Background: an optimization exercise with open tools, aiming at small area and a short achievable clock period. Do not read the settings as production practice.
At most, simulation tests tie the RTL to the original design; equivalence was not proved.
The flow treats the clock pin as an ideal source. Dropping or thinning the clock tree relies on that and would not hold on a real chip.
Power and IR drop assume default switching activity.

v7:
Design router, start of the top module:
module router #(
    parameter router_pkg::coord_t cur_x = '0,
    parameter router_pkg::coord_t cur_y = '0
) (
    input  logic              clk,
    input  logic              rst,
    input  router_pkg::flit_t in_xpos,
    input  logic              in_xpos_valid,
    input  router_pkg::flit_t in_ypos,
    input  logic              in_ypos_valid,
    input  router_pkg::flit_t inject_xpos,
    input  logic              inject_xpos_valid,
    input  router_pkg::flit_t inject_ypos,
    input  logic              inject_ypos_valid,
    output router_pkg::flit_t out_xpos,
    output logic              out_xpos_valid,
    output router_pkg::flit_t out_ypos,
    output logic              out_ypos_valid,
    output router_pkg::flit_t eject_xpos,
    output logic              eject_xpos_valid,
    output router_pkg::flit_t eject_ypos,
    output logic              eject_ypos_valid
);
Size: ~6,200 cells after synthesis, ~660 I/O pins, roughly 0.11 sq mm of cells after synthesis.
export LEC_CHECK = 0
export CAP_MARGIN = 20
export CORE_MARGIN = 2
export CORE_UTILIZATION = 65
export CTS_CLUSTER_DIAMETER = 100
export CTS_CLUSTER_SIZE = 25
export SETUP_SLACK_MARGIN = 2.0
export SLEW_MARGIN = 20
create_clock -name core_clock -period 4.5 [get_ports {clk}]
run.sh (not shown) runs the stock make flow with config.mk's settings and CLKGATE_MAP_FILE= SYNTH_SCRIPT=/design/flow/synth_recipe.tcl, a recipe that flattens the netlist after the stock synthesis.
In summary, v7 completed successfully, with a layout that passed the timing, DRC and antenna checks.
Here is what was changed in the inputs of v58 compared with v7.
==> flow/flow/run.sh (new file) <==
#!/bin/bash
# Standard ORFS layout with three changes to how it is made:
#  - port buffers are plain buffers rather than the resizer's default pick
#  - clock tree without dummy balancing loads
#  - timing repair may resize a cell to a different footprint
# make's full output (every tool it runs) goes to flow_make.log here; ORFS
# also keeps each step's own log under orfs/logs.
set -euo pipefail
export BUFFER_PORTS_ARGS="-buffer_cell sky130_fd_sc_hd__buf_2"
export CTS_ARGS="-sink_clustering_enable -repair_clock_nets -sink_clustering_size 25 -sink_clustering_max_diameter 100 -dont_use_dummy_load"
bash standard.sh MATCH_CELL_FOOTPRINT=0 finish > flow_make.log 2>&1
==> flow/standard.sh (new file) <==
#!/bin/bash
# synth_recipe.tcl (not shown) runs the flow's synth.tcl, then flattens the netlist and writes it again
# the make line also repeats each setting of config.mk as NAME=value (left out here)
make -C /OpenROAD-flow-scripts/flow DESIGN_CONFIG=/design/flow/config.mk WORK_HOME=/design/flow/orfs CLKGATE_MAP_FILE= SYNTH_SCRIPT=/design/flow/synth_recipe.tcl "${@:-finish}"
removed: flow/run.sh
==> run summary <==
v58 vs. v7: post-route fraction of the period consumed by the critical path went down, critical path depth higher, power in the clock group went down, total power consumption of the routed design went down, routed wire length moved up.
Changes in v12 relative to v58:
- CTS_CLUSTER_DIAMETER removed (was 100)
- CTS_CLUSTER_SIZE removed (was 25)
- SETUP_SLACK_MARGIN changed from 2.0 to 2.7
==> comparison <==
Looking at classification of the worst setup path, the register to primary output result is from v12; the register to register one comes from v58.
v12 against v58; internal power contribution is up by a few percent.
| minimum period implied by the final worst setup slack | higher: v58 |
Changes observed in v12 relative to v58: clock network contribution to total cell area went down; footprint of the flip-flops and latches +about 0.8%.
Of the two candidates, v58 has the worse maximum clock frequency and v12 the better one.
Run comparison: v58 origin of the worst setup path xpos_in.sw_queue.rd_oh[5]; v12 origin of the worst setup path sa.out_flit_q[1][1]
No functional check of the RTL was part of any run of this note.

---

Another version of the RTL of router (not shown whole).
For scale: ~6200 cells after synthesis, ~660 I/O pins, ~0.11 mm2 of cells after synthesis.
==> flow/design.v (excerpt) <==
module router #(
    parameter router_pkg::coord_t cur_x = '0,
    parameter router_pkg::coord_t cur_y = '0
) (
    input  logic              clk,
    input  logic              rst,
    input  router_pkg::flit_t in_xpos,
    input  logic              in_xpos_valid,
    input  router_pkg::flit_t in_ypos,
    input  logic              in_ypos_valid,
    input  router_pkg::flit_t inject_xpos,
    input  logic              inject_xpos_valid,
    input  router_pkg::flit_t inject_ypos,
    input  logic              inject_ypos_valid,
    output router_pkg::flit_t out_xpos,
    output logic              out_xpos_valid,
    output router_pkg::flit_t out_ypos,
    output logic              out_ypos_valid,
    output router_pkg::flit_t eject_xpos,
    output logic              eject_xpos_valid,
    output router_pkg::flit_t eject_ypos,
    output logic              eject_ypos_valid
);
==> flow/config.mk <==
export PLATFORM = sky130hd
export DESIGN_NAME = router
export DESIGN_NICKNAME = router
export VERILOG_FILES = /design/flow/design.v
export SDC_FILE = /design/flow/constraint.sdc
export NUM_CORES = 4
export LEC_CHECK = 0
export CAP_MARGIN = 20
export CORE_MARGIN = 2
export CORE_UTILIZATION = 65
export MAX_ROUTING_LAYER = met4
export SETUP_SLACK_MARGIN = 2.6
export SLEW_MARGIN = 20
==> flow/constraint.sdc <==
create_clock -name core_clock -period 4.5 [get_ports {clk}]
set_input_delay 0.9000 -clock core_clock [delete_from_list [all_inputs] [get_ports {clk}]]
set_output_delay 0.9000 -clock core_clock [all_outputs]
set_load 0.01 [all_outputs]
standard.sh (not shown) runs the stock make flow with config.mk's settings and CLKGATE_MAP_FILE= SYNTH_SCRIPT=/design/flow/synth_recipe.tcl, a recipe that flattens the netlist after the stock synthesis.
==> flow/flow/run.sh <==
#!/bin/bash
# Standard ORFS layout with a few changes to how it is made:
#  - port buffers are plain buffers rather than the resizer's default pick
#  - the clock tree is a three-level tree built by flow/cts_hook.tcl in
#    place of TritonCTS (four root buffers fed by the clock port, sixteen
#    mid buffers, leaf buffers of at most 22 flip-flops each)
#  - before timing repair at that step, output-port flip-flops get their
#    other loads split off behind a buffer and their port buffers moved next
#    to them (flow/split_loads.tcl)
#  - timing repair may resize a cell to a different footprint
# make's full output (every tool it runs) goes to flow_make.log here; ORFS
# also keeps each step's own log under orfs/logs.
set -euo pipefail
export BUFFER_PORTS_ARGS="-buffer_cell sky130_fd_sc_hd__buf_2"
export PRE_CTS_TCL="$PWD/flow/cts_hook.tcl"
bash standard.sh MATCH_CELL_FOOTPRINT=0 finish > flow_make.log 2>&1
==> flow/flow/cts_hook.tcl <==
# Runs in place of TritonCTS inside ORFS's cts step (sourced as PRE_CTS_TCL):
# builds a three-level clock tree by hand, then does the rest of cts.tcl's work
# (legalize, timing repair, write the step's results) and ends the step.
# Before the repair it also shortens the paths to the output ports: a
# flip-flop that drives a port's buffer and other cells gets the other cells
# behind a buffer of their own, and each port's buffer moves next to its
# flip-flop so that the buffer drives the wire to the pin.
source [file join [file dirname [info script]] manual_cts.tcl]
source [file join [file dirname [info script]] split_loads.tcl]
# cts.tcl only sets these after this hook
set_dont_use $::env(DONT_USE_CELLS)

mcts_build3 clk 22 16 4 sky130_fd_sc_hd__clkbuf_16 sky130_fd_sc_hd__buf_12 sky130_fd_sc_hd__buf_16
split_port_flop_loads sky130_fd_sc_hd__buf_2
pull_port_buffers
set_propagated_clock [all_clocks]

estimate_parasitics -placement
set_placement_padding -global \
  -left $::env(CELL_PAD_IN_SITES_DETAIL_PLACEMENT) \
  -right $::env(CELL_PAD_IN_SITES_DETAIL_PLACEMENT)
detailed_placement
estimate_parasitics -placement
report_clock_latency
repair_timing_helper
detailed_placement
check_placement -verbose
report_metrics 4 "cts final"
orfs_write_db $::env(RESULTS_DIR)/4_1_cts.odb
orfs_write_sdc $::env(RESULTS_DIR)/4_cts.sdc
exit
Other scripts of this flow, unchanged in this note and not shown: flow/flow/manual_cts.tcl, flow/flow/split_loads.tcl
The first run ran to the end with no violations.
==> next run, changes <==
--- a/flow/flow/run.sh
+++ b/flow/flow/run.sh
@@ -6 +6 @@
-#    mid buffers, leaf buffers of at most 22 flip-flops each)
+#    mid buffers, leaf buffers of at most 26 flip-flops each)
--- a/flow/flow/cts_hook.tcl
+++ b/flow/flow/cts_hook.tcl
@@ -13 +13 @@
-mcts_build3 clk 22 16 4 sky130_fd_sc_hd__clkbuf_16 sky130_fd_sc_hd__buf_12 sky130_fd_sc_hd__buf_16
+mcts_build3 clk 26 16 4 sky130_fd_sc_hd__clkbuf_16 sky130_fd_sc_hd__buf_12 sky130_fd_sc_hd__buf_16
Settings changed: CORE_UTILIZATION 65 to 70.
After rerunning: The new run failed in 5_2_route, error DRT-0255; synthesized cell count stays the same; area after synthesis is unchanged; global-route usage rose by 3.2 points.
The clock cells of the first run of this note come from the design's own scripts or RTL, not from TritonCTS.

[separate check: timing with driven ports]
Ports are ideal in the flow. The routed layouts listed here were re-timed in OpenROAD. Step 1 (the two cells are an assumption about what drives the block):
set clk [get_ports {clk}]
set_driving_cell -lib_cell sky130_fd_sc_hd__clkbuf_16 $clk
set_driving_cell -lib_cell sky130_fd_sc_hd__buf_2 [delete_from_list [all_inputs] $clk]
Step 2, shift: input delay + t, output delay - t, t = (earliest + latest rising clock arrival at the registers) / 2. This alone moves slack from input paths to output paths. Three values: ideal ports, drivers, drivers and shift; two values: the first two.
run | shift t [ns] | slack for setup (ns) | cell pins on the clock port's net
v7 | 0.900 | 1.957 / 1.868 / 1.299 | 1
v58 | 0.901 | 1.990 / 1.934 / 1.598 | 1
v12 | 0.903 | 2.171 / 2.081 / 1.566 | 1
the first run of note 2 | 0.744 | 2.522 / 2.320 / 1.787 | 4
After both steps setup and hold are still met in every run listed. For the first run of note 2, which loses most, drivers alone change the setup slack by -0.202 ns; drivers and shift together by -0.735 ns.
